From an optimization exercise on the open Yosys and OpenROAD flow, aimed at small area, a short achievable clock period and few clock cycles per item; shortcuts taken in it are not production practice.
The RTL was checked by simulation tests, not by an equivalence proof against the original design.
The flow treats the clock pin as an ideal source, which a real chip does not have.
No activity file was given, so power comes from the tool's default toggle rates.

// jam_top
module jam_top (
	input  logic        clk,
	input  logic        rst_n,
	input  logic        in_valid,
	input  logic [6:0]  in_cost,
	output logic        out_valid,
	output logic [59:0] out_data    
);
For scale: roughly 2500 cells after synthesis, about 740 flip-flops, about 71 I/O pins, about 0.029 sq mm of cells after synthesis.
Settings: LEC_CHECK=0, CAP_MARGIN=20, CORE_MARGIN=2, CORE_UTILIZATION=50, CTS_CLUSTER_DIAMETER=70, CTS_CLUSTER_SIZE=35, SLEW_MARGIN=20; clock period 15.0 ns.
standard.sh (not shown) runs the stock make flow with config.mk's settings and CLKGATE_MAP_FILE= SYNTH_SCRIPT=/design/flow/synth_recipe.tcl, a recipe that flattens the netlist after the stock synthesis.
==> flow/flow/run.sh <==
#!/bin/bash
# The standard layout, with timing repair aiming for extra setup slack and
# the clock tree's root buffer removed after CTS (flow/post_cts.tcl), so the
# clock port drives the tree's first level (four buffers) directly.
set -euo pipefail
bash standard.sh SETUP_SLACK_MARGIN=11 POST_CTS_TCL="$PWD/flow/post_cts.tcl" finish > make.log 2>&1
==> flow/flow/post_cts.tcl <==
proc bypass_root_buffer {} {
  set block [ord::get_db_block]
  set clknet [$block findNet clk]
  set its [$clknet getITerms]
  if {[llength $its] != 1} {
    puts "bypass: the clock port drives [llength $its] pins, tree left as is"
    return
  }
  set r [[lindex $its 0] getInst]
  set xo [$r findITerm X]
  if {$xo eq "NULL" || ![string match "*clkbuf*" [[$r getMaster] getName]]} {
    puts "bypass: no root clock buffer, tree left as is"
    return
  }
  set rn [$xo getNet]
  set sinks {}
  foreach s [$rn getITerms] {
    if {[$s getInst] ne $r} { lappend sinks $s }
  }
  if {[llength $sinks] > 4 || [llength [$rn getBTerms]] > 0} {
    puts "bypass: the root buffer drives [llength $sinks] pins, tree left as is"
    return
  }
  foreach s $sinks {
    $s disconnect
    $s connect $clknet
  }
  [lindex $its 0] disconnect
  $xo disconnect
  odb::dbInst_destroy $r
  odb::dbNet_destroy $rn
  puts "bypass: the clock port now drives [llength $sinks] clock buffers"
}

bypass_root_buffer
estimate_parasitics -placement
repair_timing_helper
detailed_placement
check_placement -verbose
estimate_parasitics -placement
report_clock_skew
Testbench counts at the start, summed over its fixed seeds: cycles 15,919, matrices 192.
Edit:
Settings changed: CORE_UTILIZATION 50 to 40.
The new run passed the timing, design-rule and antenna checks.
Final area climbs by 0.94%.
Hold slack loses 0.0031 ns.
Combinational power is lower by about 3%.
Non-clock buffer count rises by 2.
Total power hardly moves.
Core utilization goes down by 11 points.
Die area goes up by 25%.
Final cell count came out higher by 5.8%.
Sequential share of layout area goes down by 0.45 points.
Worst setup slack is worse by 0.0085 ns.
Routed wire length rises by 2.1%.
Edit:
Settings changed: CORE_UTILIZATION 40 to 60, CTS_CLUSTER_DIAMETER 70 to 50, CTS_CLUSTER_SIZE 35 to 25, PLACE_DENSITY set to 0.7.
=> The changed run ran to the end with no violations; cell count drops by 8.7%; register-to-register slack loses 0.11 ns; sequential power went up by about 1%.

* * *

== the reference run ==
The RTL this note starts from:
==> flow/design.v <==
`default_nettype none
module jam_top (
	input  logic        clk,
	input  logic        rst_n,
	input  logic        in_valid,
	input  logic [6:0]  in_cost,
	output logic        out_valid,
	output logic [59:0] out_data    
);
	logic        xv;
	logic [6:0]  x;         
	logic [5:0]  k;         
	logic [55:0] A;         
	logic [6:0]  m;         
	logic        rdy;       
	logic        last;      
	logic        cmp;       
	logic        cmp7;      
	logic [2:0]  r;         
	logic        ins;       
	logic        subc;      
	logic        a_ld;      
	logic [2:0]  pcnt;      
	logic        out_v;
	logic [2:0]  beat;
	logic        row_end;
	logic        put7_n;    
	assign row_end = xv && (k[2:0] == 3'd7);
	assign put7_n  = out_v && (beat == 3'd4);
	always_ff @(posedge clk or negedge rst_n) begin
		if (!rst_n) begin
			xv      <= 1'b0;
			k       <= 6'd0;
			rdy     <= 1'b0;
			last    <= 1'b0;
			cmp     <= 1'b0;
			cmp7    <= 1'b0;
			ins     <= 1'b0;
			subc    <= 1'b0;
			a_ld    <= 1'b0;
		end else begin
			xv      <= in_valid;
			rdy     <= row_end;
			last    <= row_end && (k[5:3] == 3'd7);
			cmp     <= rdy;
			cmp7    <= last;
			ins     <= row_end || (pcnt == 3'd3) || put7_n;
			subc    <= cmp7 || (pcnt > 3'd1) || put7_n;
			a_ld    <= (row_end && k[5:3] == 3'd7) || (pcnt == 3'd3);
			if (xv)
				k <= k + 6'd1;
		end
	end
	assign r = k[5:3] - 3'd1;
	function automatic logic [6:0] sub7(input logic [6:0] a, input logic [6:0] b);
		logic bw;
		bw = 1'b0;
		for (int i = 0; i < 7; i++) begin
			sub7[i] = a[i] ^ b[i] ^ bw;
			bw      = (~a[i] & b[i]) | (~(a[i] ^ b[i]) & bw);
		end
	endfunction
	logic [55:0] ring [7];
	logic [55:0] cmin;
	logic [55:0] sx, sy, d;
	always_comb begin
		sx = ins ? A : ring[6];
		for (int c = 0; c < 8; c++) begin
			sy[c*7 +: 7] = (m & {7{rdy}}) | (cmin[c*7 +: 7] & {7{subc}});
			d[c*7 +: 7]  = sub7(sx[c*7 +: 7], sy[c*7 +: 7]);
		end
	end
	always_ff @(posedge clk) begin
		x <= in_cost;
		if (xv) begin
			A <= {x, A[55:7]};
			m <= (k[2:0] == 3'd0 || x < m) ? x : m;
		end else if (a_ld) begin
			A <= ring[6];
		end
	end
	logic [2:0] ph;         
	always_ff @(posedge clk) begin
		ring[0] <= d;   
		for (int i = 1; i < 7; i++)
			ring[i] <= ring[i-1];
	end
	always_ff @(posedge clk or negedge rst_n) begin
		if (!rst_n)
			ph <= 3'd0;
		else if ((rdy && r == 3'd0) || ph == 3'd6)
			ph <= 3'd0;
		else
			ph <= ph + 3'd1;
	end
	logic [63:0] z;         
	logic [7:0]  lt, le;
	logic [7:0]  roh;
	logic [63:0] tr, tc;    
	always_comb begin
		for (int c = 0; c < 8; c++) begin
			lt[c] = cmp && (r == 3'd0 || ring[0][c*7 +: 7] < cmin[c*7 +: 7]);
			le[c] = lt[c] || (cmp && ring[0][c*7 +: 7] == cmin[c*7 +: 7]);
		end
		for (int i = 0; i < 8; i++)
			roh[i] = (r == i[2:0]);
	end
	logic [63:0] z_n;
	always_comb
		for (int c = 0; c < 8; c++)
			for (int i = 0; i < 8; i++)
				z_n[i*8+c] = (z[i*8+c] && !lt[c]) || (roh[i] && le[c]);
	always_ff @(posedge clk) begin
		z <= z_n;
		for (int c = 0; c < 8; c++)
			if (lt[c])
				cmin[c*7 +: 7] <= ring[0][c*7 +: 7];
	end
	logic        busy;      
	logic        done;      
	logic [3:0]  drawn;
	logic [63:0] tr_init;
	logic [7:0]  mr, mc;    
	logic [7:0]  hr, hc;    
	logic [7:0]  rsel, csel;
	logic        take_col;
	logic [7:0]  zc, zr;    
	logic [63:0] zt;        
	logic        all_clear;
	function automatic logic [7:0] sort8(input logic [7:0] v);
		logic [7:0] s;
		s = v;
		{s[0], s[1]} = {s[0] | s[1], s[0] & s[1]}; {s[2], s[3]} = {s[2] | s[3], s[2] & s[3]}; {s[4], s[5]} = {s[4] | s[5], s[4] & s[5]}; {s[6], s[7]} = {s[6] | s[7], s[6] & s[7]};
		{s[0], s[2]} = {s[0] | s[2], s[0] & s[2]}; {s[1], s[3]} = {s[1] | s[3], s[1] & s[3]}; {s[4], s[6]} = {s[4] | s[6], s[4] & s[6]}; {s[5], s[7]} = {s[5] | s[7], s[5] & s[7]};
		{s[1], s[2]} = {s[1] | s[2], s[1] & s[2]}; {s[5], s[6]} = {s[5] | s[6], s[5] & s[6]};
		{s[0], s[4]} = {s[0] | s[4], s[0] & s[4]}; {s[1], s[5]} = {s[1] | s[5], s[1] & s[5]}; {s[2], s[6]} = {s[2] | s[6], s[2] & s[6]}; {s[3], s[7]} = {s[3] | s[7], s[3] & s[7]};
		{s[2], s[4]} = {s[2] | s[4], s[2] & s[4]}; {s[3], s[5]} = {s[3] | s[5], s[3] & s[5]};
		{s[1], s[2]} = {s[1] | s[2], s[1] & s[2]}; {s[3], s[4]} = {s[3] | s[4], s[3] & s[4]}; {s[5], s[6]} = {s[5] | s[6], s[5] & s[6]};
		sort8 = s;
	endfunction
	always_comb begin
		for (int i = 0; i < 8; i++) begin
			tr_init[i*8 +: 8] = sort8(z_n[i*8 +: 8]);
		end
		for (int i = 0; i < 8; i++)
			for (int c = 0; c < 8; c++)
				zt[c*8+i] = z[i*8+c];
	end
	function automatic logic [7:0] first_word(input logic [7:0] f, input logic [63:0] w);
		logic [3:0]  f1;
		logic [31:0] w1;
		logic [1:0]  f2;
		logic [15:0] w2;
		for (int p = 0; p < 4; p++) begin
			f1[p]         = f[2*p] | f[2*p+1];
			w1[p*8 +: 8]  = f[2*p] ? w[2*p*8 +: 8] : w[(2*p+1)*8 +: 8];
		end
		for (int q = 0; q < 2; q++) begin
			f2[q]         = f1[2*q] | f1[2*q+1];
			w2[q*8 +: 8]  = f1[2*q] ? w1[2*q*8 +: 8] : w1[(2*q+1)*8 +: 8];
		end
		first_word = f2[0] ? w2[7:0] : w2[15:8];
	endfunction
	function automatic logic one_or_none(input logic [7:0] v);
		logic seen, two;
		seen = 1'b0;
		two  = 1'b0;
		for (int i = 0; i < 8; i++) begin
			two  = two | (seen & v[i]);
			seen = seen | v[i];
		end
		one_or_none = !two;
	endfunction
	always_comb begin
		mr = 8'd0;
		mc = 8'd0;
		for (int i = 0; i < 8; i++) begin
			mr = mr | tr[i*8 +: 8];
			mc = mc | tc[i*8 +: 8];
		end
		take_col = |(mc & ~mr);   
		for (int i = 0; i < 8; i++) begin
			hr[i] = &(tr[i*8 +: 8] | ~mr);
			hc[i] = &(tc[i*8 +: 8] | ~mc);
		end
		rsel = hr & (~hr + 8'd1);   
		csel = hc & (~hc + 8'd1);
		zr = first_word(hr, z);     
		zc = first_word(hc, zt);    
	end
	logic [7:0] nzr, nzc;   
	always_comb begin
		for (int i = 0; i < 8; i++) begin
			nzr[i] = tr[i*8];
			nzc[i] = tc[i*8];
		end
		all_clear = one_or_none(nzr) || one_or_none(nzc);
	end
	always_ff @(posedge clk) begin
		for (int i = 0; i < 8; i++) begin
			if (cmp7)
				tr[i*8 +: 8] <= tr_init[i*8 +: 8];
			else if (busy) begin
				if (take_col) begin
					if (zc[i])
						tr[i*8 +: 8] <= {1'b0, tr[i*8+1 +: 7]};
				end else if (rsel[i])
					tr[i*8 +: 8] <= 8'd0;
			end
			if (lt[i])
				tc[i*8 +: 8] <= 8'd1;
			else if (le[i])
				tc[i*8 +: 8] <= {tc[i*8 +: 7], 1'b1};
			else if (busy) begin
				if (take_col) begin
					if (csel[i])
						tc[i*8 +: 8] <= 8'd0;
				end else if (zr[i])
					tc[i*8 +: 8] <= {1'b0, tc[i*8+1 +: 7]};
			end
		end
		if (cmp7)
			drawn <= 4'd0;
		else if (busy)
			drawn <= drawn + 4'd1;
	end
	logic go;
	logic fin;
	assign fin  = done || (busy && all_clear);
	assign go   = fin && (ph == 3'd0);   
	always_ff @(posedge clk or negedge rst_n) begin
		if (!rst_n) begin
			busy  <= 1'b0;
			done  <= 1'b0;
			pcnt  <= 3'd0;
			out_v <= 1'b0;
			beat  <= 3'd0;
		end else begin
			busy <= cmp7 || (busy && !all_clear);
			done <= fin && !go;
			if (cmp7)
				pcnt <= 3'd7;
			else if (pcnt != 3'd0)
				pcnt <= pcnt - 3'd1;
			if (go) begin
				out_v <= 1'b1;
				beat  <= 3'd0;
			end else if (out_v) begin
				beat <= beat + 3'd1;
				if (beat == 3'd7)
					out_v <= 1'b0;
			end
		end
	end
	assign out_valid = out_v;
	assign out_data  = {ring[1], drawn};
endmodule
`default_nettype wire
export LEC_CHECK = 0
export CAP_MARGIN = 20
export CORE_MARGIN = 2
export CORE_UTILIZATION = 40
export CTS_CLUSTER_DIAMETER = 70
export CTS_CLUSTER_SIZE = 35
export SLEW_MARGIN = 20
create_clock -name core_clock -period 15.0 [get_ports {clk}]
==> flow/flow/run.sh <==
#!/bin/bash
# The standard layout, with timing repair aiming for extra setup slack and
# the clock tree's root buffer removed after CTS (flow/post_cts.tcl), so the
# clock port drives the tree's first level (four buffers) directly.
set -euo pipefail
bash standard.sh SETUP_SLACK_MARGIN=11.1 POST_CTS_TCL="$PWD/flow/post_cts.tcl" finish > make.log 2>&1
Scripts as last shown in full above: flow/flow/post_cts.tcl
The reference run reached the final stage; the timing, design-rule and antenna checks on its layout passed.
Testbench counts of the reference run, summed over its fixed seeds: cycles 15,919, matrices 192.
> inputs changed (the reference run -> the trial run)
Settings: changing CORE_UTILIZATION from 40 to 45; setting PLACE_DENSITY to 0.8 for the first time.
--- a/flow/flow/run.sh
+++ b/flow/flow/run.sh
@@ -5,2 +5,2 @@
 set -euo pipefail
-bash standard.sh SETUP_SLACK_MARGIN=11.1 POST_CTS_TCL="$PWD/flow/post_cts.tcl" finish > make.log 2>&1
+bash standard.sh SETUP_SLACK_MARGIN=11 POST_CTS_TCL="$PWD/flow/post_cts.tcl" finish > make.log 2>&1
[summary]
Cmp the trial run vs the reference run: count of routing violations after the opening detailed-route iteration higher in the trial run. Worst hold slack improves in the trial run relative to the reference run. Inserted tap cell count came out lower on the trial run than on the reference run. Sum of routed wire segments on met1 on the trial run is down relative to the reference run. In the reports for the trial run and the reference run, the smaller final estimated routing congestion in global placement belongs to the reference run.

==> what the ideal ports hide <==
In the flow no input, the clock included, has a driving cell. The finished layouts below were timed again as built, in two steps. Step 1, drivers: a clkbuf_16 drives clk and a buf_2 each remaining input, both assumed. Step 2 also shifts input and output timing later by t, the mid clock arrival at the registers, as if the neighbouring blocks saw the same clock. Slacks: ideal / step 1 / step 2; pairs: ideal / step 1.
| run | t (ns) | slack for setup (ns) | pins driven straight from the clock port |
|---|---|---|---|
| the first run of note 1 | 0.538 | 11.041 / 10.910 / 11.069 | 4 |
| the second run of note 1 | 0.538 | 11.032 / 10.909 / 11.098 | 4 |
| the third run of note 1 | 0.565 | 10.993 / 10.905 / 10.993 | 4 |
| the reference run | 0.538 | 11.028 / 10.904 / 11.151 | 4 |
| the trial run | 0.522 | 11.042 / 10.919 / 11.076 | 4 |
After both steps every run listed still meets setup and hold.
